Background: an optimization exercise with open tools, aiming at small area, a short achievable clock period and few clock cycles per item. Do not read the settings as production practice.
At most, simulation tests tie the RTL to the original design; equivalence was not proved.
Only the layout flow was run in runs 4 to 6; the RTL was not checked for function there.
Power and IR drop assume default switching activity.

[design/flow/flow/run.sh]
#!/bin/bash
# The standard layout, with every port buffered by a plain buffer cell
# (repair may still resize it) instead of the default delay-buffer choice.
set -e
export BUFFER_PORTS_ARGS="-buffer_cell sky130_fd_sc_hd__buf_1"
bash standard.sh > standard.log 2>&1
[design/flow/standard.sh]
#!/bin/bash
# synth_recipe.tcl (not shown) runs the flow's synth.tcl, then flattens the netlist and writes it again
# the make line also repeats each setting of config.mk as NAME=value (left out here)
make -C /OpenROAD-flow-scripts/flow DESIGN_CONFIG=/design/flow/config.mk WORK_HOME=/design/flow/orfs CLKGATE_MAP_FILE= SYNTH_SCRIPT=/design/flow/synth_recipe.tcl "${@:-finish}"
[design/flow/config.mk]
export PLATFORM = sky130hd
export DESIGN_NAME = motion_phase_classifier
export DESIGN_NICKNAME = motion_phase_classifier
export VERILOG_FILES = /design/flow/design.v
export SDC_FILE = /design/flow/constraint.sdc
export NUM_CORES = 4
export LEC_CHECK = 0
export ABC_AREA = 1
export CAP_MARGIN = 20
export CORE_MARGIN = 2
export CORE_UTILIZATION = 40
export CTS_BUF_LIST = sky130_fd_sc_hd__clkbuf_8
export CTS_CLUSTER_SIZE = 16
export SETUP_SLACK_MARGIN = 2.0
export SLEW_MARGIN = 20
[design/flow/constraint.sdc]
create_clock -name core_clock -period 5.5 [get_ports {clock}]
set_input_delay 1.1000 -clock core_clock [delete_from_list [all_inputs] [get_ports {clock}]]
set_output_delay 1.1000 -clock core_clock [all_outputs]
set_load 0.01 [all_outputs]
[design/flow/design.v]
package mpc_pkg;
   localparam int SPEED_W  = 16;
   localparam int ABS_W    = SPEED_W + 1;
   localparam int LIMIT_W  = 15;
   localparam int HOLD_W   = 24;
   localparam int TIME_W   = 48;
   localparam int CSR_IDX_W  = 3;
   localparam int CSR_DATA_W = 24;
   localparam int QUEUE_DEPTH_DEFAULT = 2;
   localparam logic [HOLD_W-1:0] STATIONARY_HOLD_DEFAULT = 24'd200000;
   localparam logic [LIMIT_W-1:0] STAT_LIN_RESET   = 15'd20;
   localparam logic [LIMIT_W-1:0] STAT_ANG_RESET   = 15'd20;
   localparam logic [LIMIT_W-1:0] TURN_ENTER_RESET = 15'd200;
   localparam logic [LIMIT_W-1:0] TURN_EXIT_RESET  = 15'd100;
   localparam logic [LIMIT_W-1:0] ARC_ENTER_RESET  = 15'd100;
   localparam logic [LIMIT_W-1:0] ARC_EXIT_RESET   = 15'd50;
   localparam logic [HOLD_W-1:0]  ENTER_HOLD_RESET = 24'd100000;
   localparam logic [HOLD_W-1:0]  EXIT_HOLD_RESET  = 24'd200000;
   typedef enum logic [1:0] {
      PH_STRAIGHT   = 2'd0,
      PH_STATIONARY = 2'd1,
      PH_TURNING    = 2'd2,
      PH_ARC        = 2'd3
   } phase_type;
   typedef enum logic [CSR_IDX_W-1:0] {
      REG_STAT_LIN   = 3'd0,
      REG_STAT_ANG   = 3'd1,
      REG_TURN_ENTER = 3'd2,
      REG_TURN_EXIT  = 3'd3,
      REG_ARC_ENTER  = 3'd4,
      REG_ARC_EXIT   = 3'd5,
      REG_ENTER_HOLD = 3'd6,
      REG_EXIT_HOLD  = 3'd7
   } csr_index_type;
   typedef struct packed {
      logic              stationary;
      logic              turn_enter_hit;
      logic              turn_exit_hit;
      logic              arc_enter_hit;
      logic              arc_exit_hit;
      logic              discard;
      logic [TIME_W-1:0] sample_time;
   } sample_flags_type;
   typedef struct packed {
      logic [HOLD_W-1:0] enter_hold;
      logic [HOLD_W-1:0] exit_hold;
   } hold_cfg_type;
   typedef struct packed {
      phase_type phase;
      logic      pending;
   } result_type;
endpackage
module mpc_carry #(
   parameter int N = 2
) (
   input  logic [N-1:0] gen,
   input  logic [N-1:0] prop,
   input  logic         carry_in,
   output logic         carry_out
);
   localparam int LEVELS = $clog2(N);
   localparam int W      = 1 << LEVELS;
   logic [W-1:0] g, p;
   always_comb begin
      g = '0;
      p = '1;
      g[N-1:0] = gen;
      p[N-1:0] = prop;
      g[0] = gen[0] | (prop[0] & carry_in);
      for (int l = 0; l < LEVELS; l++) begin
         for (int j = 0; j < (W >> (l + 1)); j++) begin
            g[j] = g[2*j+1] | (p[2*j+1] & g[2*j]);
            p[j] = p[2*j+1] & p[2*j];
         end
      end
      carry_out = g[0];
   end
endmodule
import mpc_pkg::*;
module motion_phase_classifier #(
   parameter int                          QUEUE_DEPTH = mpc_pkg::QUEUE_DEPTH_DEFAULT,
   parameter logic [mpc_pkg::HOLD_W-1:0] STATIONARY_HOLD_US =
      mpc_pkg::STATIONARY_HOLD_DEFAULT
) (
   input  logic                                clock,
   input  logic                                reset,
   input  logic                                req_push,
   output logic                                req_full,
   input  logic signed [mpc_pkg::SPEED_W-1:0]  req_linear_speed,
   input  logic signed [mpc_pkg::SPEED_W-1:0]  req_angular_rate,
   input  logic [mpc_pkg::TIME_W-1:0]          req_sample_time,
   input  logic                                req_discard,
   output logic                                rsp_empty,
   input  logic                                rsp_pop,
   output logic [1:0]                          rsp_motion_phase,
   output logic                                rsp_switch_pending,
   input  logic                                csr_valid,
   output logic                                csr_ready,
   input  logic [mpc_pkg::CSR_IDX_W-1:0]       csr_index,
   input  logic [mpc_pkg::CSR_DATA_W-1:0]      csr_data
);
   logic [LIMIT_W-1:0] stat_lin_ff, stat_ang_ff;
   logic [LIMIT_W:0]   turn_enter_ff, turn_exit_ff, arc_enter_ff, arc_exit_ff;
   logic [HOLD_W-1:0]  enter_hold_ff, exit_hold_ff;
   logic [LIMIT_W:0]   limit_less;
   logic [1:0]        phase_ff, target, cand_target_ff;
   logic              cand_valid_ff, out_valid_ff;
   logic [TIME_W-1:0] cand_start_ff;
   logic [HOLD_W-1:0] hold;
   logic [LIMIT_W-1:0] lin_mag, ang_mag;
   logic [LIMIT_W:0]   turn_thr, arc_thr;
   logic              lin_neg, ang_neg;
   logic              take, stale, held, clear, same, stat_phase, new_cand, adopt;
   logic              stationary, turn_hit, arc_hit;
   assign csr_ready = 1'b1;
   assign limit_less = {1'b0, csr_data[LIMIT_W-1:0]} - 1'b1;
   localparam logic [LIMIT_W:0] TURN_ENTER_LESS = {1'b0, TURN_ENTER_RESET} - 1'b1;
   localparam logic [LIMIT_W:0] TURN_EXIT_LESS  = {1'b0, TURN_EXIT_RESET} - 1'b1;
   localparam logic [LIMIT_W:0] ARC_ENTER_LESS  = {1'b0, ARC_ENTER_RESET} - 1'b1;
   localparam logic [LIMIT_W:0] ARC_EXIT_LESS   = {1'b0, ARC_EXIT_RESET} - 1'b1;
   logic [HOLD_W-1:0]  wd_lo, wd_hi;
   logic [LIMIT_W:0]   wl_lo, wl_hi;
   logic [7:0]         we;
   assign wd_lo = csr_data & {HOLD_W{!reset}};
   assign wd_hi = csr_data | {HOLD_W{reset}};
   assign wl_lo = limit_less & {(LIMIT_W+1){!reset}};
   assign wl_hi = limit_less | {(LIMIT_W+1){reset}};
   always_comb begin
      for (int k = 0; k < 8; k++) we[k] = reset || (csr_valid && (csr_index == 3'(k)));
   end
   function automatic logic [HOLD_W-1:0] pick_d(input logic [HOLD_W-1:0] rv);
      for (int k = 0; k < HOLD_W; k++) pick_d[k] = rv[k] ? wd_hi[k] : wd_lo[k];
   endfunction
   function automatic logic [LIMIT_W:0] pick_l(input logic [LIMIT_W:0] rv);
      for (int k = 0; k <= LIMIT_W; k++) pick_l[k] = rv[k] ? wl_hi[k] : wl_lo[k];
   endfunction
   always_ff @(posedge clock) begin
      if (we[0]) stat_lin_ff   <= LIMIT_W'(pick_d(HOLD_W'(STAT_LIN_RESET)));
      if (we[1]) stat_ang_ff   <= LIMIT_W'(pick_d(HOLD_W'(STAT_ANG_RESET)));
      if (we[2]) turn_enter_ff <= pick_l(TURN_ENTER_LESS);
      if (we[3]) turn_exit_ff  <= pick_l(TURN_EXIT_LESS);
      if (we[4]) arc_enter_ff  <= pick_l(ARC_ENTER_LESS);
      if (we[5]) arc_exit_ff   <= pick_l(ARC_EXIT_LESS);
      if (we[6]) enter_hold_ff <= pick_d(ENTER_HOLD_RESET);
      if (we[7]) exit_hold_ff  <= pick_d(EXIT_HOLD_RESET);
   end
   assign req_full = out_valid_ff && !rsp_pop;
   assign take     = req_push && !req_full;
   always_ff @(posedge clock) begin
      if (reset)          out_valid_ff <= 1'b0;
      else if (take)      out_valid_ff <= 1'b1;
      else if (rsp_pop)   out_valid_ff <= 1'b0;
   end
   assign rsp_empty          = !out_valid_ff;
   assign rsp_motion_phase   = phase_ff;
   assign rsp_switch_pending = cand_valid_ff;
   assign lin_neg = req_linear_speed[SPEED_W-1];
   assign ang_neg = req_angular_rate[SPEED_W-1];
   assign lin_mag = req_linear_speed[LIMIT_W-1:0] ^ {LIMIT_W{lin_neg}};
   assign ang_mag = req_angular_rate[LIMIT_W-1:0] ^ {LIMIT_W{ang_neg}};
   logic lin_le_sl, ang_le_sa, ang_le_turn, lin_le_arc;
   mpc_carry #(.N(LIMIT_W + 1)) u_lin_sl (
      .gen ({1'b0, stat_lin_ff} & {1'b1, ~lin_mag}), .prop ({1'b0, stat_lin_ff} | {1'b1, ~lin_mag}),
      .carry_in (!lin_neg), .carry_out (lin_le_sl));
   mpc_carry #(.N(LIMIT_W + 1)) u_ang_sa (
      .gen ({1'b0, stat_ang_ff} & {1'b1, ~ang_mag}), .prop ({1'b0, stat_ang_ff} | {1'b1, ~ang_mag}),
      .carry_in (!ang_neg), .carry_out (ang_le_sa));
   mpc_carry #(.N(LIMIT_W + 1)) u_ang_turn (
      .gen (turn_thr & {1'b1, ~ang_mag}), .prop (turn_thr | {1'b1, ~ang_mag}),
      .carry_in (!ang_neg), .carry_out (ang_le_turn));
   mpc_carry #(.N(LIMIT_W + 1)) u_lin_arc (
      .gen (arc_thr & {1'b1, ~lin_mag}), .prop (arc_thr | {1'b1, ~lin_mag}),
      .carry_in (!lin_neg), .carry_out (lin_le_arc));
   assign turn_thr = phase_ff[1] ? turn_exit_ff : turn_enter_ff;
   assign arc_thr  = (phase_ff == PH_ARC) ? arc_exit_ff : arc_enter_ff;
   always_comb begin
      stationary = lin_le_sl && ang_le_sa;
      turn_hit   = turn_thr[LIMIT_W] || !ang_le_turn;
      arc_hit    = arc_thr[LIMIT_W]  || !lin_le_arc;
      if (stationary)    target = PH_STATIONARY;
      else if (turn_hit) target = arc_hit ? PH_ARC : PH_TURNING;
      else               target = PH_STRAIGHT;
   end
   localparam int LO_W = HOLD_W;
   logic [TIME_W-1:0] t_above, s_above;
   logic [LO_W-1:0]   lo_s, lo_k;
   logic [TIME_W:0]   held_g, held_p;
   logic              carry_top, t_after;
   assign hold    = (cand_target_ff == PH_STATIONARY) ? STATIONARY_HOLD_US :
                    (cand_target_ff == PH_STRAIGHT)   ? exit_hold_ff : enter_hold_ff;
   assign t_above = req_sample_time & ~cand_start_ff;
   assign s_above = ~req_sample_time & cand_start_ff;
   assign lo_s    = (req_sample_time[LO_W-1:0] ^ ~hold) ^ ~cand_start_ff[LO_W-1:0];
   assign lo_k    = (req_sample_time[LO_W-1:0] & ~cand_start_ff[LO_W-1:0]) |
                    (req_sample_time[LO_W-1:0] & ~hold) | (~cand_start_ff[LO_W-1:0] & ~hold);
   always_comb begin
      held_g[0] = lo_s[0];
      held_p[0] = 1'b1;
      for (int i = 1; i < LO_W; i++) begin
         held_g[i] = lo_s[i] & lo_k[i-1];
         held_p[i] = lo_s[i] | lo_k[i-1];
      end
      held_g[LO_W] = (t_above[LO_W] & lo_k[LO_W-1]) | (s_above[LO_W] & lo_k[LO_W-1]);
      held_p[LO_W] = t_above[LO_W] | (s_above[LO_W] | lo_k[LO_W-1]);
      for (int i = LO_W + 1; i < TIME_W; i++) begin
         held_g[i] = (t_above[i] & ~s_above[i-1]) | (s_above[i] & ~s_above[i-1]);
         held_p[i] = t_above[i] | (s_above[i] | ~s_above[i-1]);
      end
      held_g[TIME_W] = 1'b0;
      held_p[TIME_W] = ~s_above[TIME_W-1];
   end
   mpc_carry #(.N(TIME_W + 1)) u_held (
      .gen (held_g), .prop (held_p), .carry_in (1'b1), .carry_out (carry_top));
   mpc_carry #(.N(TIME_W)) u_stale (
      .gen (t_above), .prop (~s_above), .carry_in (1'b0), .carry_out (t_after));
   assign held  = carry_top;
   assign stale = cand_valid_ff && !t_after;
   assign clear      = req_discard || stale;
   assign same       = (target == phase_ff);
   assign stat_phase = (phase_ff == PH_STATIONARY);
   assign new_cand   = !cand_valid_ff || (cand_target_ff != target);
   assign adopt      = !same && (stat_phase || (!new_cand && held));
   always_ff @(posedge clock) begin
      if (reset) begin
         phase_ff      <= PH_STRAIGHT;
         cand_valid_ff <= 1'b0;
      end else if (take) begin
         phase_ff      <= clear ? PH_STRAIGHT : (adopt ? target : phase_ff);
         cand_valid_ff <= !clear && !same && !stat_phase && (new_cand || !held);
      end
   end
   always_ff @(posedge clock) begin
      if (take && new_cand) begin
         cand_target_ff <= target;
         cand_start_ff  <= req_sample_time;
      end
   end
endmodule
==> results.json, run 1 <==
{
  "syn_avg_cell_area_um2": 8.71,
  "slew_violations": 0,
  "p_comb_share_pct": 24.0,
  "ys_seq_area_share_pct": 51.0,
  "fin_crit_ps": 3150,
  "n_antenna_cell": 0,
  "grt_pass1_vias": 8605,
  "cp_max_fo": 11,
  "die-area_um2": 30000,
  "finalClockSkew_ps": 17.2,
  "setup_violations": 0,
  "multi_input_area_um2": 4720,
  "final_antenna_net_count": 0,
  "yosys-top-cells-area": "edfxtp_1, nand2_1, inv_1",
  "r2r_cells": 20,
  "p_sw_share_pct": 32.3,
  "vias_per_cell": 4.83,
  "vdd_drop_max_uv": 154,
  "pwr-share-seq_pct": 51.2,
  "insertion_delay_ps": 480,
  "grtUsageTotal_pct": 19.1,
  "core_area_um2": 28000,
  "die_h_um": 173,
  "synth_cell_types": 61,
  "r2r_end": "phase_ff[1]$_SDFFE_PP0P_",
  "power.switching_mw": 1.16,
  "holdCritPathClass": "reg -> reg",
  "wl_per_cell_um": 15.1,
  "yosysWarnings": 4,
  "holdPathStages": 2,
  "num-fill-cells": 2746,
  "grt_pass1_wl_mm": 44.8,
  "syn-instance-count": 1317,
  "fin_tns_setup_ps": 0,
  "vias": 8877,
  "clockRootBuffer": "clkbuf_8",
  "ff_latch_area_um2": 5850,
  "cap_violations": 0,
  "ys_seq_elements": 196,
  "worstReg2RegStart": "cand_target_ff[0]$_DFFE_PP_",
  "synth_edf_count": 192,
  "relSlewSlack_pct": 32.8,
  "synth_top_area_share_pct": 50.3,
  "post-route-period-util_pct": 57.2,
  "overflow": 0,
  "leakagePower_nw": 5.64,
  "hold_end": "cand_valid_ff$_SDFFE_PP0P_",
  "synth_area_um2": 11500,
  "gp_congestion": 0.880,
  "arrival_ps": 3540,
  "die_w_um": 173,
  "area.growth.synth_to_final_pct": 11.3,
  "antenna_found_initial": 0,
  "worstMarginPinSlew_ps": 1010,
  "firstDrtPassIters": 5,
  "reg2reg_slack_ps": 2350,
  "pin_count": 119,
  "fin_ws_ps": 2350,
  "grt_max_degree": 44,
  "min-delay-start": "cand_valid_ff$_SDFFE_PP0P_",
  "drt_iter0_drc": 654,
  "clock.fmax_ghz": 0.318,
  "synthArstFlopShare_pct": 0,
  "startpoint_type": "flop",
  "synth_common_cells": "nand2_1, inv_1, edfxtp_1",
  "dp_hpwl_mm": 20.7,
  "wl_mm": 27.7,
  "drc": 0,
  "yosysTopAreaCell": "edfxtp_1",
  "cts_tree": "done",
  "placementRows": 61,
  "ys.flop_type": "edfxtp_1",
  "drive_gt1_share_pct": 7.87,
  "clk_path_buf_depth": 2,
  "endpoint_kind": "flop",
  "clk_pin_slew_ps": 100,
  "powerDensity_nw_per_um2": 281,
  "rsz0062_at_grt": "false",
  "start_util_pct": 40.9,
  "yosysMostFrequentCell": "nand2_1",
  "crit_required_ps": 5900,
  "post-place-ws_ps": 1330,
  "synthesis.nets": 1454,
  "p_clk_share_pct": 24.7,
  "worstSetupPathType": "reg -> reg",
  "fin_nets": 1585,
  "cts.sinks": 196,
  "htree_levels": 4,
  "p_int_mw": 2.43,
  "cts-buffers-inserted": 17,
  "status": "timing/DRC/antenna clean",
  "final_hold_viol_count": 0,
  "io_buffers": 117
}
flip-flops by register name (all words and copies together) (netlist names):
signal          flops
phase_ff            2
arc_enter_ff       16
cand_start_ff      48
stat_lin_ff        15
stat_ang_ff        15
enter_hold_ff      24
turn_exit_ff       16
out_valid_ff        1
turn_enter_ff      16
arc_exit_ff        16
cand_valid_ff       1
cand_target_ff      2
exit_hold_ff       24
worst max-delay path, cell delays in order (launching register included):
cell	delay, ps
edfxtp_1	440
nor2_1	150
buf_6	160
inv_1	130
o22a_1	200
fa_1	520
nor2_1	60
maj3_1	340
a21oi_1	120
nand2_1	110
nand2_1	70
nand2_1	40
nand2_1	50
nand2_1	70
nand2_1	70
nand2_1	70
nand4_2	110
nand2_2	70
nand2_1	70
nand3_1	60
a21oi_1	140
layer usage:
metal / global-route usage [%] / part of all wire, % / vias to the layer above
li1: - / - / 4536
met3: 3.31 / 5.6 / 44
met1: 25.6 / 47 / 4051
met4: 7.80 / 3.4 / 0
met5: 0 / 0 / -
met2: 30.6 / 44 / 246
worst max-delay path by stage:
stage | startpoint | endpoint | slack, ps | cells past startpoint
after floorplan | req_angular_rate[15] | cand_start_ff[0]$_DFFE_PP_ | 1870 | 14
after global placement | req_angular_rate[15] | cand_start_ff[0]$_DFFE_PP_ | 1370 | 16
after detailed placement | req_angular_rate[15] | cand_start_ff[0]$_DFFE_PP_ | 1330 | 16
after CTS | cand_target_ff[0]$_DFFE_PP_ | phase_ff[1]$_SDFFE_PP0P_ | 2110 | 20
after global routing | cand_target_ff[0]$_DFFE_PP_ | phase_ff[0]$_SDFFE_PP0P_ | 2080 | 20
final | cand_target_ff[0]$_DFFE_PP_ | phase_ff[1]$_SDFFE_PP0P_ | 2350 | 20
cell families after synthesis:
kind of cell	share of synthesized area, %
xor+xnor	2.36
buf+inv	8.63
fa+ha+maj	4.30
simple gates	25.2
flops	51.0
other cells	0.0327
mux	0.175
compound gates	8.31
power by group through the flow:
stage	Combinational, mW	Sequential [mW]	Clock, mW
6_report	0.863	1.84	0.888
3_5_place_dp	0.830	1.88	0
4_1_cts	0.854	1.84	0.907
2_1_floorplan	0.618	1.86	0
3_3_place_gp	0.819	1.88	0
5_1_grt	0.983	1.85	0.963
what timing repair did:
item | 4_1_cts | 5_1_grt
setup buffers | 4 | 5
gates resized for setup | 1 | 2
pin swaps | 1 | 0
setup endpoints to repair | 41 | 52
gates cloned | 0 | 0
hold buffers | 0 | 0
metrics by stage:
stage	area [um2]	cells	power [mW]	hold slack [ps]	utilization, %
after detailed placement	12300	1798	2.71	539	44.0
after CTS	12700	1834	3.60	553	45.4
after global routing	12800	1839	3.80	566	45.6
after floorplan	11500	1317	2.48	511	-
after global placement	12300	1798	2.70	541	44.0
final	12800	1839	3.59	559	45.6
placed cells by master, fill, tap and decap left out, types with 5 or more instances in the layout:
cell and instances:
o21ai_0 38, nand4_1 9, xor2_1 11, nand2_1 408, o21ai_1 8, o21ai_2 5, nand3_1 61, inv_1 203
a21oi_1 44, a22o_1 14, o22a_1 6, nor3_1 12, fa_1 23, nand2_2 10, or2_2 15, o22ai_1 13
nor2_1 133, nor2_2 6, edfxtp_1 192, buf_1 115, nand2_4 5, xnor2_1 7, a22oi_1 7, buf_4 15
clkbuf_8 17
cell type report:
| type | count | share of cell area [%] |
|---|---|---|
| Clock inverter | 15 | 1.01 |
| Timing Repair Buffer | 134 | 4.59 |
| Tap cell | 378 | 3.71 |
| Inverter | 206 | 6.08 |
| Sequential cell | 196 | 45.8 |
| Multi-Input combinational cell | 893 | 37.0 |
| Clock buffer | 17 | 1.83 |
Testbench counts, summed over its fixed seeds: cycles 16,008, items 16,000.
==> run 2, diff against run 1 <==
--- a/design/flow/config.mk
+++ b/design/flow/config.mk
@@ -9,7 +9,7 @@
 export CAP_MARGIN = 20
 export CORE_MARGIN = 2
 export CORE_UTILIZATION = 40
-export CTS_BUF_LIST = sky130_fd_sc_hd__clkbuf_8
+export CTS_BUF_LIST = sky130_fd_sc_hd__clkbuf_8 sky130_fd_sc_hd__clkbuf_16
 export CTS_CLUSTER_SIZE = 16
 export SETUP_SLACK_MARGIN = 2.0
 export SLEW_MARGIN = 20
==> run 2 against run 1 <==
Effect of this change: maximum frequency shrank 1.6%; power is 8.3% higher; combinational power hardly changed; sequential share of layout area down 0.68 points; synthesized cell count unchanged; die area unchanged; clock power increased by 34%; critical path type is now in -> reg.
==> results.json, run 2 <==
{
  "status": "timing/DRC/antenna clean",
  "drive_gt1_share_pct": 7.87,
  "die_w_um": 173,
  "wl_mm": 27.6,
  "multi_input_area_um2": 4720,
  "fin_nets": 1585,
  "dp_hpwl_mm": 20.7,
  "fin_tns_setup_ps": 0,
  "worstMarginPinSlew_ps": 1010,
  "crit_required_ps": 5620,
  "utilization_pct": 46.3,
  "n_antenna_cell": 0,
  "core_area_um2": 28000,
  "synth_area_um2": 11500,
  "pin_count": 119,
  "slew_violations": 0,
  "startpoint_type": "input pin",
  "die_h_um": 173,
  "synthesis.nets": 1454,
  "cts.sinks": 196,
  "cts_tree": "done",
  "syn_avg_cell_area_um2": 8.71,
  "synth_cell_types": 61,
  "grt_pass1_vias": 8578,
  "grtUsageTotal_pct": 19.1,
  "cp_max_fo": 38,
  "drc": 0,
  "arrival_ps": 3320,
  "vdd_drop_max_uv": 215,
  "drt_iter0_drc": 652,
  "rsz0062_at_grt": "false",
  "finalClockSkew_ps": 13.9,
  "largest_reg_flops": 48,
  "endpoint_kind": "flop",
  "ys_seq_area_share_pct": 51.0,
  "powerDensity_nw_per_um2": 300,
  "yosysMostFrequentCell": "nand2_1",
  "placementRows": 61,
  "clock.fmax_ghz": 0.313,
  "regMostFlops": "cand_start_ff",
  "final_hold_viol_count": 0,
  "firstDrtPassIters": 5,
  "relSlewSlack_pct": 32.6,
  "setup_violations": 0,
  "ys_seq_elements": 196,
  "ff_latch_area_um2": 5850,
  "reg_top3": "cand_start_ff: 48 flops, enter_hold_ff: 24 flops, exit_hold_ff: 24 flops",
  "leakagePower_nw": 5.72,
  "wl_per_cell_um": 15.0,
  "die-area_um2": 30000,
  "yosys-top-cells-area": "edfxtp_1, nand2_1, inv_1",
  "fin_crit_ps": 3200,
  "ys.flop_type": "edfxtp_1",
  "yosysTopAreaCell": "edfxtp_1",
  "clk_path_buf_depth": 2,
  "htree_levels": 4,
  "worstSetupPathType": "in -> reg",
  "fin_total_pwr_mw": 3.89,
  "area.growth.synth_to_final_pct": 13.0,
  "holdCritPathClass": "reg -> reg",
  "cts-buffers-inserted": 17,
  "grt_max_degree": 44,
  "vias_per_cell": 4.82,
  "gp_congestion": 0.880,
  "start_util_pct": 40.9,
  "clk_pin_slew_ps": 70,
  "io_buffers": 117,
  "insertion_delay_ps": 440,
  "post-route-period-util_pct": 58.1,
  "mostFrequentLayoutCell": "nand2_1",
  "final_cell_mix": "nand2_1, inv_1, edfxtp_1",
  "final_antenna_net_count": 0,
  "clockRootBuffer": "clkbuf_16",
  "syn-instance-count": 1317,
  "synth_top_area_share_pct": 50.3,
  "synth_common_cells": "nand2_1, inv_1, edfxtp_1",
  "antenna_found_initial": 0,
  "synth_edf_count": 192,
  "overflow": 0,
  "yosysWarnings": 4,
  "grt_pass1_wl_mm": 44.8,
  "vias": 8865,
  "cap_violations": 0,
  "num-fill-cells": 2729,
  "synthArstFlopShare_pct": 0
}
-- run 2: path summary, 6_finish.rpt --
check / from / endpoint / slack [ps] / cells after the start
hold reg to reg: cand_valid_ff$_SDFFE_PP0P_ / cand_valid_ff$_SDFFE_PP0P_ / 550 / 2
setup / recovery: req_angular_rate[15] / cand_start_ff[5]$_DFFE_PP_ / 2300 / 16
setup reg to reg: cand_target_ff[0]$_DFFE_PP_ / phase_ff[1]$_SDFFE_PP0P_ / 2350 / 20
hold / removal: cand_valid_ff$_SDFFE_PP0P_ / cand_valid_ff$_SDFFE_PP0P_ / 550 / 2
-- run 2: kinds of logic after synthesis --
family                     count (synthesis)  share of synthesized area [%]
adders and majority gates                 26                           4.30
other                                      1                         0.0327
buffers and inverters                    228                           8.63
and+or+nand+nor                          683                           25.2
DFF                                      196                           51.0
AOI/OAI and AO/OA                        157                           8.31
xor gates and xnor gates                  24                           2.36
muxes                                      2                          0.175
-- run 2: repair_timing --
item                                    4_1_cts  5_1_grt
pin swaps                                     1        0
buffers inserted                              4        5
resized for setup                             0        3
hold buffers                                  0        0
gates cloned                                  0        0
hold endpoints to repair                      0        0
endpoints found under the setup margin       41       52
-- run 2: routing by layer --
metal  wire, um  share of wire (%)  GRT usage (%)  vias up
met4        704                2.5           6.89        0
met5          0                  0              0        -
li1           -                  -              -     4538
met1      13000                 47           25.8     4060
met2      12600                 45           31.1      232
met3       1400                5.1           3.25       35
-- run 2: critical path: stages --
cell	delay, ps
clkbuf_2	230
buf_4	290
xnor2_1	200
inv_1	90
nand2_1	60
nand2_1	60
nor2_2	140
nand2_1	70
nor2_1	90
nand2_1	70
nand2_2	90
nand2_4	80
a21oi_2	160
nor2_2	70
a31oi_4	220
buf_12	260
-- run 2: per-stage QoR --
stage / setup WS (ps) / cell area (um2) / hold WS (ps) / cells
after detailed placement: 1330 / 12300 / 539 / 1798
after floorplan: 1870 / 11500 / 511 / 1317
after global placement: 1370 / 12300 / 541 / 1798
after global routing: 2090 / 13000 / 562 / 1839
final: 2300 / 13000 / 555 / 1839
after CTS: 2110 / 12900 / 549 / 1834
-- run 2: final cells by class --
cell class	instances	share of cell area [%]
multi-input combinational	893	36.4
inverter	206	5.99
clock inverter	15	0.995
timing repair buffer	134	4.52
tap	378	3.65
sequential	196	45.1
clock buffer	17	3.28
-- run 2: report_power, final --
group	total, mW	leakage [nW]	internal (mW)	switching (mW)
clock	1.19	0.272	0.592	0.595
sequential	1.84	1.90	1.79	0.0509
combinational	0.861	3.55	0.316	0.545
==> run 3, diff against run 2 <==
==> design/flow/flow/run.sh (replaced) <==
#!/bin/bash
# The standard layout with two changes: every port is buffered by a plain
# buffer cell (repair may still resize it) instead of the default
# delay-buffer choice, and synthesis leaves adders to ABC instead of
# extracting full/half adder cells (same script, registers and names).
set -e
export BUFFER_PORTS_ARGS="-buffer_cell sky130_fd_sc_hd__buf_1"
export ADDER_MAP_FILE=
bash standard.sh > standard.log 2>&1
--- a/design/flow/config.mk
+++ b/design/flow/config.mk
@@ -9,7 +9,5 @@
 export CAP_MARGIN = 20
 export CORE_MARGIN = 2
 export CORE_UTILIZATION = 40
-export CTS_BUF_LIST = sky130_fd_sc_hd__clkbuf_8 sky130_fd_sc_hd__clkbuf_16
-export CTS_CLUSTER_SIZE = 16
 export SETUP_SLACK_MARGIN = 2.0
 export SLEW_MARGIN = 20
==> run 3 against run 2 <==
Effect of this change: critical path depth rose by 2; first-iteration DRC count is 6.1% lower; via count rose by 11%; sequential cell count unchanged; count of clock-buffer cells in the layout unchanged; worst hold slack better by 42 ps; clock skew is 8.5 ps higher; synthesized cell count is 16% higher; sequential share of layout area fell by 1.5 points; largest cell class unchanged; highest routed layer unchanged.
==> results.json, run 3 <==
{
  "multi_input_area_um2": 4950,
  "synthesis.nets": 1647,
  "die_h_um": 176,
  "leakagePower_nw": 6.43,
  "grtUsageTotal_pct": 19.3,
  "vias_per_cell": 4.78,
  "insertion_delay_ps": 460,
  "top_usage_layer": "met2",
  "htree_levels": 4,
  "cp_max_fo": 4,
  "worstMarginPinSlew_ps": 958,
  "p_sw_share_pct": 32.9,
  "final_cell_mix": "nand2_1, inv_1, edfxtp_1",
  "yosysTopAreaCell": "edfxtp_1",
  "setup_violations": 0,
  "cpMostUsedCell": "nor2_2",
  "fin_total_pwr_mw": 4.07,
  "drive_gt1_share_pct": 7.01,
  "ys.flop_type": "edfxtp_1",
  "ys_seq_elements": 196,
  "arrival_ps": 3420,
  "clk_pin_slew_ps": 80,
  "status": "timing/DRC/antenna clean",
  "regMostFlops": "cand_start_ff",
  "p_comb_share_pct": 21.3,
  "startpoint_type": "input pin",
  "synthArstFlopShare_pct": 0,
  "dp_hpwl_mm": 22.5,
  "synth_common_cells": "nand2_1, inv_1, edfxtp_1",
  "p_clk_share_pct": 33.7,
  "endpoint_kind": "flop",
  "utilization_pct": 46.5,
  "yosysWarnings": 4,
  "syn-instance-count": 1534,
  "die-area_um2": 30900,
  "mostFrequentLayoutCell": "nand2_1",
  "layout.cells.non_filler": 2053,
  "rsz0062_at_grt": "false",
  "clockRootBuffer": "clkbuf_16",
  "grtUsageMet1_pct": 24.9,
  "holdWs_ps": 597,
  "drt_iter0_drc": 612,
  "reg_top3": "cand_start_ff: 48 flops, enter_hold_ff: 24 flops, exit_hold_ff: 24 flops",
  "grt.met3_usage_pct": 3.18,
  "placementRows": 62,
  "relSlewSlack_pct": 36.1,
  "fin_nets": 1769,
  "core_area_um2": 28900,
  "synth_top_area_share_pct": 48.8,
  "holdCritPathClass": "reg -> reg",
  "cts-buffers-inserted": 17,
  "gp_congestion": 0.864,
  "start_util_pct": 40.9,
  "cts_hold_buffers": 0,
  "ys_seq_area_share_pct": 49.5,
  "grt_pass1_vias": 9051,
  "wl_per_cell_um": 14.4,
  "powerDensity_nw_per_um2": 303,
  "final_antenna_net_count": 0,
  "n_antenna_cell": 0,
  "clock.fmax_ghz": 0.309,
  "cp_cell_sequence": "buf_1, nor2_2, nand2_1, nor2_2, inv_1, nor2_2, inv_2, nor3_2, nand2_1, nor2_1, inv_1, nor2_1, inv_1, nor2_1, inv_2, nor2_2, nand2_1, a21oi_1",
  "final_hold_viol_count": 0,
  "grt_pass1_wl_mm": 46.2,
  "largest_reg_flops": 48,
  "grt_max_degree": 51,
  "synth_cell_types": 53,
  "fin_tns_setup_ps": 0,
  "wl_mm": 29.6,
  "post-route-period-util_pct": 58.9,
  "grt_use_met2_pct": 33.5,
  "fin_crit_ps": 3240,
  "yosys-top-cells-area": "edfxtp_1, nand2_1, inv_1",
  "synth_edf_count": 192,
  "cts.sinks": 196,
  "slew_violations": 0,
  "cpLargestDelayFamily": "simple AND/OR/NAND/NOR gates",
  "p_int_mw": 2.73,
  "placed_cells": 2020,
  "cts_tree": "done",
  "crit_required_ps": 5680,
  "antenna_found_initial": 0,
  "firstDrtPassIters": 5,
  "slowest_delay_ps": 490,
  "pin_count": 119,
  "slowest_stage": "a21oi_1",
  "io_buffers": 117,
  "clk_path_buf_depth": 2,
  "syn_avg_cell_area_um2": 7.70,
  "die_w_um": 176,
  "vdd_drop_max_uv": 240,
  "worstSetupPathType": "in -> reg",
  "num-fill-cells": 2903,
  "drc": 0,
  "vias": 9808,
  "cp_num_buf_inv": 6,
  "overflow": 0,
  "cap_violations": 0,
  "finalClockSkew_ps": 22.4,
  "ff_latch_area_um2": 5850,
  "area.growth.synth_to_final_pct": 13.6,
  "yosysMostFrequentCell": "nand2_1",
  "pwr-share-seq_pct": 45.0,
  "synth_area_um2": 11800,
  "power.switching_mw": 1.34
}
==> run 3: path summary, 6_finish.rpt <==
check,from,to,slack [ps],cells past startpoint
min reg2reg,cand_valid_ff$_SDFFE_PP0P_,cand_valid_ff$_SDFFE_PP0P_,600,2
min,cand_valid_ff$_SDFFE_PP0P_,cand_valid_ff$_SDFFE_PP0P_,600,2
max reg2reg,phase_ff[1]$_SDFFE_PP0P_,cand_target_ff[0]$_DFFE_PP_,2420,17
max,csr_data[0],turn_exit_ff[12]$_DFFE_PP_,2260,18
==> run 3: worst register-to-register path, delay by kind of cell, from the launching register on <==
family	cells	cell delay (ps)
buf+inv	3	730
compound gates	2	530
flops	1	300
simple gates	12	1220
==> run 3: metrics by stage <==
stage	instance area, um2	worst slack, ps
6_report	13400	2260
5_1_grt	13400	2010
4_1_cts	13400	2060
3_5_place_dp	12700	1190
3_3_place_gp	12700	1250
2_1_floorplan	11900	2000
==> run 3: routing by layer <==
metal / part of all wire (%) / vias to the layer above
met3: 5.2 / 38
met4: 1.8 / 0
li1: - / 5124
met5: 0 / -
met1: 44 / 4406
met2: 49 / 240
==> run 3: cell type report <==
class / instances / area share [%]
Clock buffer: 17 / 3.17
Clock inverter: 15 / 1.73
Inverter: 247 / 6.91
Multi-Input combinational cell: 1067 / 36.9
Sequential cell: 196 / 43.6
Tap cell: 384 / 3.58
Timing Repair Buffer: 127 / 4.10
==> run 3: cells by family after synthesis <==
family,synth area share [%]
flip-flops,49.5
XOR/XNOR,3.50
other,0.0317
AND/OR/NAND/NOR,31.3
AO/OA/AOI/OAI,6.29
multiplexers,0.0847
buffers and inverters,9.30
==> run 3: power by group through the flow <==
stage / clock (mW) / sequential, mW / combinational [mW]
final: 1.37 / 1.83 / 0.864
after global routing: 1.45 / 1.85 / 0.991
after CTS: 1.39 / 1.83 / 0.863
after detailed placement: 0 / 1.87 / 0.857
after global placement: 0 / 1.86 / 0.846
after floorplan: 0 / 1.85 / 0.636
==> run 3: timing repair <==
action / 4_1_cts / 5_1_grt
setup endpoints to repair: 50 / 64
resized for setup: 4 / 11
cloned: 0 / 1
pin swaps: 0 / 0
endpoints found under the hold margin: 0 / 0
setup buffers: 0 / 0
==> run 4, diff against run 3 <==
--- a/design/flow/design.v
+++ b/design/flow/design.v
@@ -105,6 +105,7 @@
    logic [LIMIT_W:0]   limit_less;
    logic [1:0]        phase_ff, target, cand_target_ff;
    logic              cand_valid_ff, out_valid_ff;
+   logic              hold_stat_ff, hold_exit_ff, hold_enter_ff;
    logic [TIME_W-1:0] cand_start_ff;
    logic [HOLD_W-1:0] hold;
    logic [LIMIT_W-1:0] lin_mag, ang_mag;
@@ -186,8 +187,9 @@
    logic [LO_W-1:0]   lo_s, lo_k;
    logic [TIME_W:0]   held_g, held_p;
    logic              carry_top, t_after;
-   assign hold    = (cand_target_ff == PH_STATIONARY) ? STATIONARY_HOLD_US :
-                    (cand_target_ff == PH_STRAIGHT)   ? exit_hold_ff : enter_hold_ff;
+   assign hold    = ({HOLD_W{hold_stat_ff}} & STATIONARY_HOLD_US) |
+                    ({HOLD_W{hold_exit_ff}} & exit_hold_ff) |
+                    ({HOLD_W{hold_enter_ff}} & enter_hold_ff);
    assign t_above = req_sample_time & ~cand_start_ff;
    assign s_above = ~req_sample_time & cand_start_ff;
    assign lo_s    = (req_sample_time[LO_W-1:0] ^ ~hold) ^ ~cand_start_ff[LO_W-1:0];
@@ -232,6 +234,9 @@
    always_ff @(posedge clock) begin
       if (take && new_cand) begin
          cand_target_ff <= target;
+         hold_stat_ff   <= (target == PH_STATIONARY);
+         hold_exit_ff   <= (target == PH_STRAIGHT);
+         hold_enter_ff  <= target[1];
          cand_start_ff  <= req_sample_time;
       end
    end
==> design/flow/flow/run.sh (replaced) <==
#!/bin/bash
# The standard layout, with every port buffered by a plain buffer cell
# (repair may still resize it) instead of the default delay-buffer choice.
set -e
export BUFFER_PORTS_ARGS="-buffer_cell sky130_fd_sc_hd__buf_1"
bash standard.sh > standard.log 2>&1
==> run 4 against run 3 <==
Effect of this change: die area is 1.7% lower; clock power is 4% lower; combinational power is 3.0% lower; maximum frequency is 0.82% higher; design area is 0.89% lower; still clean; global-route usage is 0.55 points lower; clock skew is 5.6 ps lower; critical endpoint is now cand_start_ff[47]$_DFFE_PP_; synthesized cell count is 8.6% lower; area after synthesis is 1.8% lower; count of clock-buffer cells in the layout stayed put.
==> results.json, run 4 <==
{
  "status": "timing/DRC/antenna clean",
  "regMostFlops": "cand_start_ff",
  "worstReg2RegStart": "cand_target_ff[1]$_DFFE_PP_",
  "clk_pin_slew_ps": 70,
  "p_sw_share_pct": 30.8,
  "arrival_ps": 3400,
  "rsz0062_at_grt": "false",
  "fin_tns_setup_ps": 0,
  "grt_max_degree": 47,
  "fin_total_pwr_mw": 4.01,
  "die_h_um": 174,
  "start_util_pct": 40.5,
  "synthesis.nets": 1539,
  "critPathLaunch": "req_linear_speed[15]",
  "antenna_found_initial": 0,
  "final_antenna_net_count": 0,
  "yosysWarnings": 4,
  "overflow": 0,
  "pwr-share-seq_pct": 46.4,
  "holdPathStages": 2,
  "powerDensity_nw_per_um2": 302,
  "finalClockSkew_ps": 16.8,
  "area.growth.synth_to_final_pct": 14.6,
  "placementRows": 62,
  "ys_seq_area_share_pct": 50.9,
  "endpoint_kind": "flop",
  "cts.sinks": 198,
  "mostFrequentLayoutCell": "nand2_1",
  "cp_max_fo": 23,
  "grtUsageTotal_pct": 18.8,
  "r2r_cells": 18,
  "cts-buffers-inserted": 17,
  "synth_adder_area_share_pct": 4.16,
  "p_clk_share_pct": 32.7,
  "yosysMostFrequentCell": "nand2_1",
  "cp_num_buf_inv": 6,
  "vdd_drop_max_uv": 219,
  "synth-xor-area-share_pct": 1.69,
  "fin_crit_ps": 3210,
  "synthArstFlopShare_pct": 0,
  "ys.flop_type": "edfxtp_1",
  "yosysTopAreaCell": "edfxtp_1",
  "yosys-top-cells-area": "edfxtp_1, nand2_1, inv_1",
  "htree_levels": 4,
  "slowest_stage": "buf_4",
  "n_antenna_cell": 0,
  "vias": 9284,
  "clk_path_buf_depth": 2,
  "ys_seq_elements": 198,
  "largest_reg_flops": 48,
  "core_area_um2": 28600,
  "holdCritPathClass": "reg -> reg",
  "drc": 0,
  "p_int_mw": 2.78,
  "synth_area_um2": 11600,
  "syn_avg_cell_area_um2": 8.27,
  "worstSetupPathType": "in -> reg",
  "dpl-instance-area_um2": 12500,
  "synth_cell_types": 48,
  "stdcell_area_um2": 13300,
  "synthMuxAreaShare_pct": 0.0863,
  "synth_common_cells": "nand2_1, inv_1, edfxtp_1",
  "drt_iter0_drc": 569,
  "insertion_delay_ps": 450,
  "leakagePower_nw": 6.09,
  "holdWs_ps": 534,
  "cts_tree": "done",
  "post-route-period-util_pct": 58.4,
  "io_buffers": 117,
  "synth_compound_area_share_pct": 7.96,
  "p_comb_share_pct": 20.9,
  "cap_violations": 0,
  "startpoint_type": "input pin",
  "slowest_delay_ps": 300,
  "reg_top3": "cand_start_ff: 48 flops, enter_hold_ff: 24 flops, exit_hold_ff: 24 flops",
  "crit_required_ps": 5690,
  "dp_hpwl_mm": 21.2,
  "setup_violations": 0,
  "wl_mm": 28.0,
  "syn-instance-count": 1402,
  "die-area_um2": 30400,
  "cts_hold_buffers": 0,
  "cpLargestDelayFamily": "simple AND/OR/NAND/NOR gates",
  "clock.fmax_ghz": 0.311,
  "final_cell_mix": "nand2_1, inv_1, edfxtp_1",
  "gp_congestion": 0.844,
  "synth_top_family_by_area": "simple AND/OR/NAND/NOR gates",
  "pin_count": 119,
  "cpMostUsedCell": "nand2_1",
  "die_w_um": 174,
  "num-fill-cells": 2800,
  "vias_per_cell": 4.81,
  "worstMarginPinSlew_ps": 1010,
  "relSlewSlack_pct": 32.7,
  "min-delay-start": "cand_valid_ff$_SDFFE_PP0P_",
  "final_hold_viol_count": 0,
  "wl_per_cell_um": 14.5,
  "synth_edf_count": 194,
  "cp.depth": 21,
  "synth_top_area_share_pct": 50.2,
  "cp_cell_sequence": "buf_1, buf_4, inv_4, nand2_1, nand2_1, nand2_1, nand2_1, inv_1, nand2_1, nand2_1, nand2_1, nand2_1, nand2_1, nand2_2, nand2_4, nand3_1, nand2_1, nor2_1, a31oi_4, buf_12, clkbuf_16",
  "grt_pass1_wl_mm": 44.0,
  "yosys.area_share.simple_pct": 26.1,
  "fin_ws_ps": 2290,
  "grt_pass1_vias": 8688,
  "post-place-ws_ps": 953,
  "fin_nets": 1669,
  "power.switching_mw": 1.24,
  "firstDrtPassIters": 5,
  "slew_violations": 0,
  "clockRootBuffer": "clkbuf_16",
  "drive_gt1_share_pct": 7.06
}
[run 4: cell types whose count changed after synthesis, moves of 9 or more]
cell and change:
o22ai_1 +10, nand2_1 -106, inv_1 -9, a22o_1 +15, fa_1 +23
[run 4: timing repair]
| action | 4_1_cts | 5_1_grt |
|---|---|---|
| gates resized for setup | 5 | 4 |
| gates cloned | 0 | 1 |
| setup buffers | 3 | 5 |
| setup endpoints to repair | 48 | 48 |
| pin swaps | 0 | 1 |
[run 4: power by group through the flow]
stage	Sequential [mW]	Combinational (mW)	Clock, mW
final	1.86	0.838	1.31
after global routing	1.88	0.962	1.39
after CTS	1.87	0.823	1.34
after detailed placement	1.91	0.799	0
after global placement	1.91	0.785	0
after floorplan	1.88	0.594	0
[run 4: cell type report]
type | instances | area, um2 | share of cell area, %
Clock inverter | 15 | 195 | 1.47
Tap cell | 384 | 480 | 3.61
Clock buffer | 17 | 425 | 3.20
Inverter | 237 | 892 | 6.71
Multi-Input combinational cell | 942 | 4760 | 35.8
Timing Repair Buffer | 136 | 637 | 4.79
Sequential cell | 198 | 5910 | 44.4
[run 4: tightest hold or removal path: cells and delay by family (launching register included)]
kind               cells  cell delay [ps]
AOI/OAI and AO/OA      1               60
DFF                    1              350
and+or+nand+nor        1               80
[run 4: cell families (layout without fill, tap and decap cells)]
| family | after synthesis | in the layout |
|---|---|---|
| and+or+nand+nor | 745 | 745 |
| buffers and inverters | 262 | 405 |
| DFF | 198 | 198 |
| AOI/OAI and AO/OA | 151 | 151 |
| adders and majority gates | 25 | 25 |
| xor gates and xnor gates | 19 | 19 |
| other | 1 | 1 |
| muxes | 1 | 1 |
[run 4: final timing paths]
path              slack (ps)                     endpoint
setup / recovery        2290  cand_start_ff[47]$_DFFE_PP_
hold / removal           530   cand_valid_ff$_SDFFE_PP0P_
setup reg to reg        2310     phase_ff[1]$_SDFFE_PP0P_
hold reg to reg          530   cand_valid_ff$_SDFFE_PP0P_
[run 4: routing by layer]
metal | part of all wire (%) | vias up | track usage [%] | wire length (um)
li1 | - | 4790 | - | -
met1 | 46 | 4281 | 24.6 | 12900
met5 | 0 | - | 0 | 0
met3 | 4.0 | 27 | 3.30 | 1120
met4 | 2.0 | 0 | 6.23 | 555
met2 | 48 | 186 | 31.6 | 13400
[run 4: through the flow]
stage               cells  utilization (%)
floorplan            1402                -
global placement     1888             43.8
detailed placement   1888             43.8
CTS                  1923             46.2
global route         1929             46.4
finish               1929             46.4
==> run 5, diff against run 4 <==
--- a/design/flow/design.v
+++ b/design/flow/design.v
@@ -108,7 +108,6 @@
    logic              hold_stat_ff, hold_exit_ff, hold_enter_ff;
    logic [TIME_W-1:0] cand_start_ff;
    logic [HOLD_W-1:0] hold;
-   logic [LIMIT_W-1:0] lin_mag, ang_mag;
    logic [LIMIT_W:0]   turn_thr, arc_thr;
    logic              lin_neg, ang_neg;
    logic              take, stale, held, clear, same, stat_phase, new_cand, adopt;
@@ -155,23 +154,41 @@
    assign rsp_empty          = !out_valid_ff;
    assign rsp_motion_phase   = phase_ff;
    assign rsp_switch_pending = cand_valid_ff;
+   logic [LIMIT_W-1:0] lin_lo, ang_lo;
+   logic lin_le_sl, ang_le_sa, ang_le_turn, lin_le_arc;
+   logic [1:0] lin_sl_c, ang_sa_c, ang_turn_c, lin_arc_c;
    assign lin_neg = req_linear_speed[SPEED_W-1];
    assign ang_neg = req_angular_rate[SPEED_W-1];
-   assign lin_mag = req_linear_speed[LIMIT_W-1:0] ^ {LIMIT_W{lin_neg}};
-   assign ang_mag = req_angular_rate[LIMIT_W-1:0] ^ {LIMIT_W{ang_neg}};
-   logic lin_le_sl, ang_le_sa, ang_le_turn, lin_le_arc;
-   mpc_carry #(.N(LIMIT_W + 1)) u_lin_sl (
-      .gen ({1'b0, stat_lin_ff} & {1'b1, ~lin_mag}), .prop ({1'b0, stat_lin_ff} | {1'b1, ~lin_mag}),
-      .carry_in (!lin_neg), .carry_out (lin_le_sl));
-   mpc_carry #(.N(LIMIT_W + 1)) u_ang_sa (
-      .gen ({1'b0, stat_ang_ff} & {1'b1, ~ang_mag}), .prop ({1'b0, stat_ang_ff} | {1'b1, ~ang_mag}),
-      .carry_in (!ang_neg), .carry_out (ang_le_sa));
-   mpc_carry #(.N(LIMIT_W + 1)) u_ang_turn (
-      .gen (turn_thr & {1'b1, ~ang_mag}), .prop (turn_thr | {1'b1, ~ang_mag}),
-      .carry_in (!ang_neg), .carry_out (ang_le_turn));
-   mpc_carry #(.N(LIMIT_W + 1)) u_lin_arc (
-      .gen (arc_thr & {1'b1, ~lin_mag}), .prop (arc_thr | {1'b1, ~lin_mag}),
-      .carry_in (!lin_neg), .carry_out (lin_le_arc));
+   assign lin_lo  = req_linear_speed[LIMIT_W-1:0];
+   assign ang_lo = req_angular_rate[LIMIT_W-1:0];
+   mpc_carry #(.N(LIMIT_W + 1)) u_lin_sl_p (
+      .gen ({1'b0, stat_lin_ff} & {1'b1, ~lin_lo}), .prop ({1'b0, stat_lin_ff} | {1'b1, ~lin_lo}),
+      .carry_in (1'b1), .carry_out (lin_sl_c[0]));
+   mpc_carry #(.N(LIMIT_W + 1)) u_lin_sl_n (
+      .gen ({1'b0, stat_lin_ff} & {1'b1, lin_lo}), .prop ({1'b0, stat_lin_ff} | {1'b1, lin_lo}),
+      .carry_in (1'b0), .carry_out (lin_sl_c[1]));
+   mpc_carry #(.N(LIMIT_W + 1)) u_ang_sa_p (
+      .gen ({1'b0, stat_ang_ff} & {1'b1, ~ang_lo}), .prop ({1'b0, stat_ang_ff} | {1'b1, ~ang_lo}),
+      .carry_in (1'b1), .carry_out (ang_sa_c[0]));
+   mpc_carry #(.N(LIMIT_W + 1)) u_ang_sa_n (
+      .gen ({1'b0, stat_ang_ff} & {1'b1, ang_lo}), .prop ({1'b0, stat_ang_ff} | {1'b1, ang_lo}),
+      .carry_in (1'b0), .carry_out (ang_sa_c[1]));
+   mpc_carry #(.N(LIMIT_W + 1)) u_ang_turn_p (
+      .gen (turn_thr & {1'b1, ~ang_lo}), .prop (turn_thr | {1'b1, ~ang_lo}),
+      .carry_in (1'b1), .carry_out (ang_turn_c[0]));
+   mpc_carry #(.N(LIMIT_W + 1)) u_ang_turn_n (
+      .gen (turn_thr & {1'b1, ang_lo}), .prop (turn_thr | {1'b1, ang_lo}),
+      .carry_in (1'b0), .carry_out (ang_turn_c[1]));
+   mpc_carry #(.N(LIMIT_W + 1)) u_lin_arc_p (
+      .gen (arc_thr & {1'b1, ~lin_lo}), .prop (arc_thr | {1'b1, ~lin_lo}),
+      .carry_in (1'b1), .carry_out (lin_arc_c[0]));
+   mpc_carry #(.N(LIMIT_W + 1)) u_lin_arc_n (
+      .gen (arc_thr & {1'b1, lin_lo}), .prop (arc_thr | {1'b1, lin_lo}),
+      .carry_in (1'b0), .carry_out (lin_arc_c[1]));
+   assign lin_le_sl   = lin_neg ? lin_sl_c[1]   : lin_sl_c[0];
+   assign ang_le_sa   = ang_neg ? ang_sa_c[1]   : ang_sa_c[0];
+   assign ang_le_turn = ang_neg ? ang_turn_c[1] : ang_turn_c[0];
+   assign lin_le_arc  = lin_neg ? lin_arc_c[1]  : lin_arc_c[0];
    assign turn_thr = phase_ff[1] ? turn_exit_ff : turn_enter_ff;
    assign arc_thr  = (phase_ff == PH_ARC) ? arc_exit_ff : arc_enter_ff;
    always_comb begin
--- a/design/flow/config.mk
+++ b/design/flow/config.mk
@@ -5,7 +5,6 @@
 export SDC_FILE = /design/flow/constraint.sdc
 export NUM_CORES = 4
 export LEC_CHECK = 0
-export ABC_AREA = 1
 export CAP_MARGIN = 20
 export CORE_MARGIN = 2
 export CORE_UTILIZATION = 40
==> run 5 against run 4 <==
Effect of this change: sequential share of layout area shrank 2.3 points; maximum frequency fell by 16%; global-route usage is 2.3 points higher; power grew 2.0%; area after synthesis rose by 3.4%; worst hold slack better by 150 ps; register-to-register slack got worse by 630 ps; count of clock-buffer cells in the layout stayed put; critical path type unchanged; largest cell class unchanged; largest power group unchanged.
==> results.json, run 5 <==
{
  "r2r_cells": 13,
  "endpoint_kind": "flop",
  "finalClockSkew_ps": 14.7,
  "dp_hpwl_mm": 24.6,
  "largest_reg_flops": 48,
  "die_w_um": 177,
  "status": "timing/DRC/antenna clean",
  "arrival_ps": 4150,
  "pin_count": 119,
  "n_antenna_cell": 0,
  "placementRows": 63,
  "die-area_um2": 31400,
  "antenna_found_initial": 0,
  "core_area_um2": 29600,
  "worstMarginPinSlew_ps": 1020,
  "drt_iter0_drc": 842,
  "synth_cell_types": 89,
  "fin_ws_ps": 1670,
  "synthesis.nets": 1238,
  "final_cell_mix": "edfxtp_1, buf_1, inv_1",
  "cp_max_fo": 5,
  "ys_seq_elements": 198,
  "pwr-share-seq_pct": 46.5,
  "crit_path_end": "phase_ff[1]$_SDFFE_PP0P_",
  "syn_avg_cell_area_um2": 10.9,
  "yosysWarnings": 4,
  "grt_pass1_wl_mm": 50.4,
  "synth_edf_count": 194,
  "slew_violations": 0,
  "relSlewSlack_pct": 31.2,
  "synth_top_area_share_pct": 48.6,
  "cts.sinks": 198,
  "grt_max_degree": 67,
  "area.growth.synth_to_final_pct": 17.1,
  "post-route-period-util_pct": 69.6,
  "rsz0062_at_grt": "true",
  "io_buffers": 117,
  "setup_violations": 0,
  "fin_nets": 1382,
  "critPathLaunch": "req_sample_time[10]",
  "startpoint_type": "input pin",
  "syn-instance-count": 1101,
  "clk_pin_slew_ps": 70,
  "synth_common_cells": "edfxtp_1, inv_1, nor2_1",
  "clk_path_buf_depth": 2,
  "overflow": 0,
  "powerDensity_nw_per_um2": 292,
  "fin_crit_ps": 3830,
  "worstReg2RegStart": "hold_exit_ff$_DFFE_PP_",
  "clock.fmax_ghz": 0.261,
  "leakagePower_nw": 5.04,
  "clockRootBuffer": "clkbuf_16",
  "p_int_mw": 2.89,
  "yosys-top-cells-area": "edfxtp_1, fa_1, maj3_1",
  "yosysMostFrequentCell": "edfxtp_1",
  "cap_violations": 0,
  "ys.flop_type": "edfxtp_1",
  "yosysTopAreaCell": "edfxtp_1",
  "gp_congestion": 0.914,
  "grtUsageTotal_pct": 21.1,
  "die_h_um": 177,
  "synthArstFlopShare_pct": 0,
  "reg_top3": "cand_start_ff: 48 flops, enter_hold_ff: 24 flops, exit_hold_ff: 24 flops",
  "cts-buffers-inserted": 17,
  "crit_required_ps": 5820,
  "power.switching_mw": 1.20,
  "synth_area_um2": 12000,
  "htree_levels": 4,
  "final_antenna_net_count": 0,
  "drive_gt1_share_pct": 13.6,
  "start_util_pct": 40.6,
  "cts_tree": "done",
  "holdCritPathClass": "reg -> reg",
  "fin_total_pwr_mw": 4.10,
  "final_hold_viol_count": 0,
  "wl_per_cell_um": 20.1,
  "regMostFlops": "cand_start_ff",
  "vdd_drop_max_uv": 220,
  "r2r_end": "phase_ff[1]$_SDFFE_PP0P_",
  "firstDrtPassIters": 5,
  "p_clk_share_pct": 31.7,
  "mostFrequentLayoutCell": "edfxtp_1",
  "vias_per_cell": 5.75,
  "reg2reg_slack_ps": 1680,
  "worstSetupPathType": "in -> reg",
  "fin_tns_setup_ps": 0,
  "ys_seq_area_share_pct": 49.2,
  "p_sw_share_pct": 29.4,
  "grt_pass1_vias": 8947,
  "vias": 9478,
  "insertion_delay_ps": 440,
  "drc": 0,
  "wl_mm": 33.1,
  "p_comb_share_pct": 21.8,
  "post-place-ws_ps": 387
}
-- run 5: changes by cell type after synthesis, sizes merged, moves of 19 or more --
| cell | delta |
|---|---|
| a22oi | +19 |
| inv | -141 |
| maj3 | +46 |
| nand2 | -415 |
| nand2b | +43 |
| nand3 | -74 |
| nor2 | -61 |
| nor2b | +52 |
-- run 5: what timing repair did --
| item | in CTS | in global routing |
|---|---|---|
| setup buffers | 16 | 7 |
| hold buffers | 0 | 0 |
| cloned | 2 | 2 |
| pin swaps | 10 | 17 |
| endpoints found under the setup margin | 57 | 55 |
| resized for setup | 25 | 56 |
-- run 5: cell families after synthesis --
kind of cell	after synthesis	synth area share [%]
and+or+nand+nor	327	14.3
adders and majority gates	71	7.89
buffers and inverters	126	4.42
xor gates and xnor gates	24	1.75
other	1	0.0313
AOI/OAI and AO/OA	321	19.4
DFF	198	49.2
muxes	33	2.93
-- run 5: routing by layer --
| metal | global-route usage [%] | vias up | routed length, um |
|---|---|---|---|
| li1 | - | 4498 | - |
| met1 | 30.0 | 4633 | 15100 |
| met2 | 33.3 | 301 | 15300 |
| met3 | 3.24 | 46 | 1900 |
| met4 | 6.20 | 0 | 752 |
| met5 | 0 | - | 0 |
-- run 5: cell type report --
class                      count  area, um2
fill                        2761      15500
timing repair buffer         155        921
sequential                   198       5910
multi-input combinational    778       5760
inverter                      95        357
tap                          390        488
clock buffer                  17        425
clock inverter                15        185
-- run 5: power by group through the flow --
stage / Combinational, mW / Clock [mW] / Sequential [mW]
floorplan: 0.563 / 0 / 1.90
global placement: 0.777 / 0 / 1.94
detailed placement: 0.787 / 0 / 1.94
CTS: 0.845 / 1.33 / 1.90
global route: 0.987 / 1.38 / 1.92
finish: 0.894 / 1.30 / 1.90
-- run 5: worst min-delay path by stage --
stage / cells past startpoint / start / to / slack, ps
floorplan: 2 / cand_valid_ff$_SDFFE_PP0P_ / cand_valid_ff$_SDFFE_PP0P_ / 580
global placement: 4 / out_valid_ff$_SDFFE_PP0P_ / out_valid_ff$_SDFFE_PP0P_ / 660
CTS: 2 / cand_valid_ff$_SDFFE_PP0P_ / cand_valid_ff$_SDFFE_PP0P_ / 680
finish: 2 / cand_valid_ff$_SDFFE_PP0P_ / cand_valid_ff$_SDFFE_PP0P_ / 680
global route: 2 / cand_valid_ff$_SDFFE_PP0P_ / cand_valid_ff$_SDFFE_PP0P_ / 720
detailed placement: 2 / cand_valid_ff$_SDFFE_PP0P_ / cand_valid_ff$_SDFFE_PP0P_ / 670
-- run 5: critical path, stage by stage --
cell       delay [ps]
buf_1             130
inv_1             100
fa_1              470
a222oi_1          460
a22oi_1           180
maj3_2            320
o2bb2ai_2         120
maj3_2            310
o31a_2            130
o311a_4           340
a31oi_4           200
and4_1            230
a21oi_2            60
-- run 5: through the flow --
step	std cells	hold slack (ps)	area [um2]	utilization, %
after floorplan	1101	582	12000	-
after global placement	1589	659	12900	43.5
after detailed placement	1589	673	12900	43.5
after CTS	1639	682	13700	46.5
after global routing	1648	722	14000	47.5
final	1648	681	14000	47.5
==> run 6, diff against run 5 <==
--- a/design/flow/config.mk
+++ b/design/flow/config.mk
@@ -5,6 +5,7 @@
 export SDC_FILE = /design/flow/constraint.sdc
 export NUM_CORES = 4
 export LEC_CHECK = 0
+export ABC_AREA = 1
 export CAP_MARGIN = 20
 export CORE_MARGIN = 2
 export CORE_UTILIZATION = 40
==> run 6 against run 5 <==
Effect of this change: still clean on timing, DRC and antenna; cell count rose by 20%; sequential share of layout area rose by 2.0 points; critical path depth rose by 8; maximum frequency rose by 19%; sequential cell count did not move; register-to-register slack improved by 590 ps; clock power barely moved; critical endpoint unchanged; largest cell class unchanged; largest power group unchanged; highest routed layer is now met5.
==> results.json, run 6 <==
{
  "ys_seq_elements": 198,
  "syn_avg_cell_area_um2": 8.17,
  "fin_total_pwr_mw": 3.94,
  "clk_path_buf_depth": 2,
  "pwr-share-seq_pct": 47.4,
  "finalClockSkew_ps": 15.8,
  "insertion_delay_ps": 440,
  "yosys-top-cells-area": "edfxtp_1, nand2_1, inv_1",
  "ys_seq_area_share_pct": 49.9,
  "fin_crit_ps": 3230,
  "synth_top_area_share_pct": 49.2,
  "final_antenna_net_count": 0,
  "cts.sinks": 198,
  "final_cell_mix": "nand2_1, inv_1, edfxtp_1",
  "worstSetupPathType": "reg -> reg",
  "cap_violations": 0,
  "final_hold_viol_count": 0,
  "cpMostUsedCell": "nand2_1",
  "grtUsageTotal_pct": 20.0,
  "overflow": 0,
  "clk_pin_slew_ps": 70,
  "pin_count": 119,
  "die_w_um": 176,
  "endpoint_kind": "flop",
  "regMostFlops": "cand_start_ff",
  "synth_edf_count": 194,
  "vdd_drop_max_uv": 249,
  "clockRootBuffer": "clkbuf_16",
  "synth_cell_types": 46,
  "relSlewSlack_pct": 31.2,
  "mostFrequentLayoutCell": "nand2_1",
  "synthesis.nets": 1586,
  "slew_violations": 0,
  "syn-instance-count": 1449,
  "grt_pass1_wl_mm": 48.1,
  "dp_hpwl_mm": 23.1,
  "p_int_mw": 2.74,
  "grt_max_degree": 33,
  "drt_iter0_drc": 853,
  "htree_levels": 4,
  "area.growth.synth_to_final_pct": 13.4,
  "vias": 9929,
  "layout.cells.non_filler": 1979,
  "synthArstFlopShare_pct": 0,
  "gp_congestion": 0.946,
  "p_clk_share_pct": 32.5,
  "wl_per_cell_um": 15.2,
  "synth_area_um2": 11800,
  "rsz0062_at_grt": "true",
  "fin_nets": 1717,
  "worstMarginPinSlew_ps": 1030,
  "ys.flop_type": "edfxtp_1",
  "grt_pass1_vias": 9326,
  "fin_tns_setup_ps": 0,
  "holdCritPathClass": "reg -> reg",
  "crit_required_ps": 5840,
  "p_sw_share_pct": 30.4,
  "cts_hold_buffers": 0,
  "leakagePower_nw": 5.96,
  "power.switching_mw": 1.20,
  "fin_ws_ps": 2270,
  "start_util_pct": 40.9,
  "synth_common_cells": "nand2_1, inv_1, edfxtp_1",
  "slowest_delay_ps": 500,
  "vias_per_cell": 5.02,
  "p_comb_share_pct": 20.1,
  "status": "timing/DRC/antenna clean",
  "reg_top3": "cand_start_ff: 48 flops, enter_hold_ff: 24 flops, exit_hold_ff: 24 flops",
  "cts-buffers-inserted": 17,
  "setup_violations": 0,
  "yosysTopAreaCell": "edfxtp_1",
  "cts_tree": "done",
  "drive_gt1_share_pct": 5.34,
  "yosysWarnings": 4,
  "post-route-period-util_pct": 58.7,
  "clock.fmax_ghz": 0.310,
  "die-area_um2": 31000,
  "post-place-ws_ps": 1570,
  "startpoint_type": "flop",
  "num-fill-cells": 2850,
  "arrival_ps": 3570,
  "placed_cells": 1939,
  "multi_input_area_um2": 5000,
  "antenna_found_initial": 2,
  "yosysMostFrequentCell": "nand2_1",
  "ff_latch_area_um2": 5910,
  "cp_max_fo": 21,
  "die_h_um": 176,
  "drc": 0,
  "core_area_um2": 28900,
  "cp_cell_sequence": "buf_4, inv_4, nand2_1, nand2_1, nand2_1, nand2_1, nand2_1, nand2_1, nand2_1, nand2_1, nand2_1, nand3_1, nand3_2, nand2_1, nand2_1, nand3_1, nor2_2, nand2_2, nand2_2, nand4_1, a21oi_1",
  "placementRows": 62,
  "io_buffers": 117,
  "slowest_stage": "dfxtp_2",
  "wl_mm": 30.0,
  "largest_reg_flops": 48,
  "firstDrtPassIters": 5,
  "powerDensity_nw_per_um2": 294
}
==> run 6: cell types whose count changed in the layout (fill, tap and decap cells not counted), sizes merged, moves of 43 or more <==
cell,delta
nand2,+380
inv,+131
nand3,+102
nor2,+79
nor2b,-52
maj3,-47
nand2b,-43
==> run 6: through the flow <==
stage | hold slack, ps | utilization [%] | cell area (um2)
2_1_floorplan | 513 | - | 11800
3_5_place_dp | 544 | 44.1 | 12800
4_1_cts | 555 | 46.2 | 13400
3_3_place_gp | 548 | 44.1 | 12800
5_1_grt | 583 | 46.4 | 13400
6_report | 563 | 46.4 | 13400
==> run 6: routing by layer <==
| layer | track usage [%] | share of wire, % | vias to the layer above |
|---|---|---|---|
| met5 | 0 | 0.037 | - |
| li1 | - | - | 5082 |
| met4 | 6.92 | 2.4 | 2 |
| met2 | 31.9 | 45 | 295 |
| met1 | 27.4 | 46 | 4505 |
| met3 | 3.79 | 6.4 | 45 |
==> run 6: layout make-up <==
cell class / count / share of cell area, %
flip-flops and latches: 198 / 44.0
multi-input cells: 1005 / 37.2
inverters: 226 / 6.36
repair buffers: 132 / 4.21
well taps: 384 / 3.58
clock buffers: 17 / 3.17
clock inverters: 15 / 1.36
diodes: 2 / 0.0373
==> run 6: kinds of logic after synthesis <==
logic type / synth area share [%]
compound gates: 11.0
xor+xnor: 0.592
fa+ha+maj: 4.00
buf+inv: 8.23
flops: 49.9
other cells: 0.0317
simple gates: 26.3
==> run 6: critical path: cells and delay by family (launching register included) <==
family	cells	cell delay (ps)
and+or+nand+nor	18	1890
buffers and inverters	2	560
DFF	1	500
AOI/OAI and AO/OA	1	190
==> run 6: path summary, 6_finish.rpt <==
kind	startpoint	end	slack, ps	cells after the start
setup reg to reg	phase_ff[1]$_SDFFE_PP0P_	phase_ff[1]$_SDFFE_PP0P_	2270	21
setup / recovery	phase_ff[1]$_SDFFE_PP0P_	phase_ff[1]$_SDFFE_PP0P_	2270	21
hold / removal	cand_valid_ff$_SDFFE_PP0P_	cand_valid_ff$_SDFFE_PP0P_	560	2
hold reg to reg	cand_valid_ff$_SDFFE_PP0P_	cand_valid_ff$_SDFFE_PP0P_	560	2
==> run 6: power by group through the flow <==
stage	clock network (mW)	registers, mW	logic, mW
6_report	1.28	1.87	0.792
5_1_grt	1.37	1.88	0.909
4_1_cts	1.31	1.88	0.776
3_5_place_dp	0	1.91	0.769
3_3_place_gp	0	1.91	0.759
2_1_floorplan	0	1.88	0.550
==> run 6: timing repair <==
action	CTS	global route
pin swaps	1	1
setup endpoints to repair	52	55
setup buffers	0	5
gates cloned	1	0
resized for setup	2	1

static timing again, ports no longer ideal:
In the flow no input, the clock included, has a driving cell. The finished layouts below were timed again as built, in two steps.
Step 1 assumes that a clkbuf_16 drives the clock port and a buf_2 every other input.
Step 2 moves the port delays by t, midway between the first and last clock arrival at a register: inputs arrive t later, outputs are due t later. That takes back most of the time a late clock gives input paths.
a / b / c = ideal / step 1 / step 2; a / b = the first two.
run	shift t [ns]	setup WS [ns]	worst setup path at the end
run 1	0.522	2.354 / 2.354 / 1.863	input to register
run 2	0.484	2.304 / 2.334 / 1.850	input to register
run 3	0.501	2.263 / 2.290 / 1.789	input to register
run 4	0.497	2.289 / 2.314 / 1.821	input to register
run 5	0.486	1.671 / 1.677 / 1.193	input to register
run 6	0.490	2.269 / 2.269 / 1.832	input to register
After both steps every run listed still meets setup and hold. For run 1, which loses most, drivers alone change the setup slack by 0.000 ns; drivers and shift together by -0.491 ns.
